This design comes from an exercise in tuning for small area, a short achievable clock period and few clock cycles per item on the open sky130 flow, not from production work.
The RTL was checked by simulation tests, not by an equivalence proof against the original design.
Power figures rest on the tool's default switching activity, not on a simulated workload.

==> inputs of job 7499 <==
==> flow/design.v <==
module data_mem_bank #(
  parameter int ADDR_W    = 8,
  parameter bit INIT_ZERO = 1
) (
  input  logic              clk,
  input  logic              rst_n,
  input  logic              req_valid,
  output logic              req_ready,
  input  logic              req_we,
  input  logic [2:0]        req_funct3,
  input  logic [ADDR_W-1:0] req_addr,
  input  logic [31:0]       req_wdata,
  output logic              resp_valid,
  input  logic              resp_ready,
  output logic [31:0]       resp_rdata,
  output logic              resp_err
);
  localparam int WORDS = 2 ** (ADDR_W - 2);
  logic [31:0] mem [WORDS];
  logic              stall;
  logic              accept;
  logic [ADDR_W-3:0] word_idx;
  logic [1:0]        lane;
  logic [2:0]        f3;
  logic              acc_err;
  logic [3:0]        be;
  logic [31:0]       wd;
  logic [WORDS-1:0]  sel;
  logic [31:0]       rd_word;
  logic              s1_v;
  logic [31:0]       s1_word;
  logic [1:0]        s1_lane;
  logic [2:0]        s1_f3;
  logic              s1_zero;
  logic              s1_err;
  logic [7:0]        rd_byte;
  logic [15:0]       rd_half;
  logic [31:0]       ld_data;
  assign stall      = resp_valid && !resp_ready;
  assign req_ready  = !stall;
  assign accept     = req_valid && !stall;
  assign word_idx   = req_addr[ADDR_W-1:2];
  assign f3         = req_funct3;
  always_comb begin
    acc_err = (f3[1:0] == 2'b11) || (f3 == 3'b110) || (req_we && f3[2]);
    case (f3[1:0])
      2'b10:   lane = 2'b00;
      2'b01:   lane = {req_addr[1], 1'b0};
      default: lane = req_addr[1:0];
    endcase
  end
  always_comb begin
    case (f3[1:0])
      2'b00: begin
        be = 4'b0001 << lane;
        wd = {4{req_wdata[7:0]}};
      end
      2'b01: begin
        be = lane[1] ? 4'b1100 : 4'b0011;
        wd = {2{req_wdata[15:0]}};
      end
      default: begin
        be = 4'b1111;
        wd = req_wdata;
      end
    endcase
    if (acc_err || !req_we) begin
      be = 4'b0000;
    end
  end
  always_comb begin
    for (int w = 0; w < WORDS; w++) begin
      sel[w] = (word_idx == w[ADDR_W-3:0]);
    end
  end
  always_comb begin
    rd_word = 32'h0;
    for (int w = 0; w < WORDS; w++) begin
      rd_word = rd_word | (mem[w] & {32{sel[w]}});
    end
  end
  always_ff @(posedge clk) begin
    for (int w = 0; w < WORDS; w++) begin
      for (int b = 0; b < 4; b++) begin
        if (accept && rst_n && sel[w] && be[b]) begin
          mem[w][b*8 +: 8] <= wd[b*8 +: 8];
        end
      end
    end
  end
  always_ff @(posedge clk or negedge rst_n) begin
    if (!rst_n) begin
      s1_v <= 1'b0;
    end else if (!stall) begin
      s1_v <= req_valid;
    end
  end
  always_ff @(posedge clk) begin
    if (accept) begin
      s1_word <= rd_word;
      s1_lane <= lane;
      s1_f3   <= f3;
      s1_zero <= req_we || acc_err;
      s1_err  <= acc_err;
    end
  end
  always_comb begin
    case (s1_lane)
      2'd0:    rd_byte = s1_word[7:0];
      2'd1:    rd_byte = s1_word[15:8];
      2'd2:    rd_byte = s1_word[23:16];
      default: rd_byte = s1_word[31:24];
    endcase
    rd_half = s1_lane[1] ? s1_word[31:16] : s1_word[15:0];
    case (s1_f3)
      3'b000:  ld_data = {{24{rd_byte[7]}}, rd_byte};
      3'b100:  ld_data = {24'h0, rd_byte};
      3'b001:  ld_data = {{16{rd_half[15]}}, rd_half};
      3'b101:  ld_data = {16'h0, rd_half};
      3'b010:  ld_data = s1_word;
      default: ld_data = 32'h0;
    endcase
    if (s1_zero) begin
      ld_data = 32'h0;
    end
  end
  always_ff @(posedge clk or negedge rst_n) begin
    if (!rst_n) begin
      resp_valid <= 1'b0;
    end else if (!stall) begin
      resp_valid <= s1_v;
    end
  end
  always_ff @(posedge clk) begin
    if (!stall) begin
      resp_rdata <= ld_data;
      resp_err   <= s1_err;
    end
  end
endmodule
==> flow/run.sh <==
#!/bin/bash
# synth_recipe.tcl (not shown) runs the flow's synth.tcl, then flattens the netlist and writes it again
# the make line also repeats each setting of config.mk as NAME=value (left out here)
make -C /OpenROAD-flow-scripts/flow DESIGN_CONFIG=/design/flow/config.mk WORK_HOME=/design/flow/orfs CLKGATE_MAP_FILE= SYNTH_SCRIPT=/design/flow/synth_recipe.tcl finish
==> flow/config.mk <==
export PLATFORM = sky130hd
export DESIGN_NAME = data_mem_bank
export DESIGN_NICKNAME = data_mem_bank
export VERILOG_FILES = /design/flow/design.v
export SDC_FILE = /design/flow/constraint.sdc
export NUM_CORES = 4
export LEC_CHECK = 0
export CAP_MARGIN = 5
export CORE_MARGIN = 2
export CORE_UTILIZATION = 45
export SETUP_SLACK_MARGIN = 2.05
export SLEW_MARGIN = 5
==> flow/constraint.sdc <==
create_clock -name core_clock -period 4.2 [get_ports {clk}]
set_input_delay 0.8400 -clock core_clock [delete_from_list [all_inputs] [get_ports {clk}]]
set_output_delay 0.8400 -clock core_clock [all_outputs]
set_load 0.01 [all_outputs]
==> inputs of job 5329, as changes to job 7499 <==
--- a/flow/design.v
+++ b/flow/design.v
@@ -25,8 +25,6 @@
   logic              acc_err;
   logic [3:0]        be;
   logic [31:0]       wd;
-  logic [WORDS-1:0]  sel;
-  logic [31:0]       rd_word;
   logic              s1_v;
   logic [31:0]       s1_word;
   logic [1:0]        s1_lane;
@@ -68,22 +66,11 @@
       be = 4'b0000;
     end
   end
-  always_comb begin
-    for (int w = 0; w < WORDS; w++) begin
-      sel[w] = (word_idx == w[ADDR_W-3:0]);
-    end
-  end
-  always_comb begin
-    rd_word = 32'h0;
-    for (int w = 0; w < WORDS; w++) begin
-      rd_word = rd_word | (mem[w] & {32{sel[w]}});
-    end
-  end
   always_ff @(posedge clk) begin
-    for (int w = 0; w < WORDS; w++) begin
+    if (accept && rst_n) begin
       for (int b = 0; b < 4; b++) begin
-        if (accept && rst_n && sel[w] && be[b]) begin
-          mem[w][b*8 +: 8] <= wd[b*8 +: 8];
+        if (be[b]) begin
+          mem[word_idx][b*8 +: 8] <= wd[b*8 +: 8];
         end
       end
     end
@@ -97,7 +84,7 @@
   end
   always_ff @(posedge clk) begin
     if (accept) begin
-      s1_word <= rd_word;
+      s1_word <= mem[word_idx];
       s1_lane <= lane;
       s1_f3   <= f3;
       s1_zero <= req_we || acc_err;
@@ -127,12 +114,10 @@
   always_ff @(posedge clk or negedge rst_n) begin
     if (!rst_n) begin
       resp_valid <= 1'b0;
+      resp_rdata <= 32'h0;
+      resp_err   <= 1'b0;
     end else if (!stall) begin
       resp_valid <= s1_v;
-    end
-  end
-  always_ff @(posedge clk) begin
-    if (!stall) begin
       resp_rdata <= ld_data;
       resp_err   <= s1_err;
     end
==> flow/config.mk (replaced) <==
export PLATFORM = sky130hd
export DESIGN_NAME = data_mem_bank
export DESIGN_NICKNAME = data_mem_bank
export VERILOG_FILES = /design/flow/design.v
export SDC_FILE = /design/flow/constraint.sdc
export NUM_CORES = 4
export LEC_CHECK = 0
export CAP_MARGIN = 20
export CORE_MARGIN = 2
export CORE_UTILIZATION = 40
export SLEW_MARGIN = 20
==> comparison <==
Between job 7499 and job 5329, the lower clock power is in job 7499 (gap about 2%, measured against job 5329). Of job 5329 and job 7499, job 5329 has the higher total power (gap about 0.9%, measured against job 7499). Against job 5329, the sequential share of layout area of job 7499 is lower by 7.3 points. Between job 5329 and job 7499, the lower clock-buffer cell count is in job 5329 (gap 4). Between job 5329 and job 7499, the lower die area is in job 7499 (gap 10%, measured against job 7499).
Testbench counts of job 7499, summed over its fixed seeds: cycles 177,631, items 160,000.
Testbench counts of job 5329, summed over its fixed seeds: cycles 177,631, items 160,000.

re-timing with driven ports:
How much do the figures lean on ideal ports? The routed layouts below were timed once more, with nothing changed but the port constraints. Step 1 assumes that a clkbuf_16 drives the clock port and a buf_2 every other input. Step 2 times the ports against the registers' clock, not the clock port: input delays grow and output delays shrink by t, the midpoint of the rising clock arrivals with the driver on. Three values: ideal, step 1, step 2; two values: the first two.
| run | t (ns) | slack for setup (ns) | worst setup path after step 2 | worst slew at a driven data input, ns |
|---|---|---|---|---|
| job 7499 | 0.950 | 1.803 / 1.644 / 0.694 | input to register | 0.34 |
| job 5329 | 0.940 | 0.501 / 0.553 / -0.387 | input to register | 0.11 |
With both steps, setup timing fails in job 5329, where it was met with ideal ports. For job 7499, which loses most, drivers alone change the setup slack by -0.159 ns; drivers and shift together by -1.109 ns.
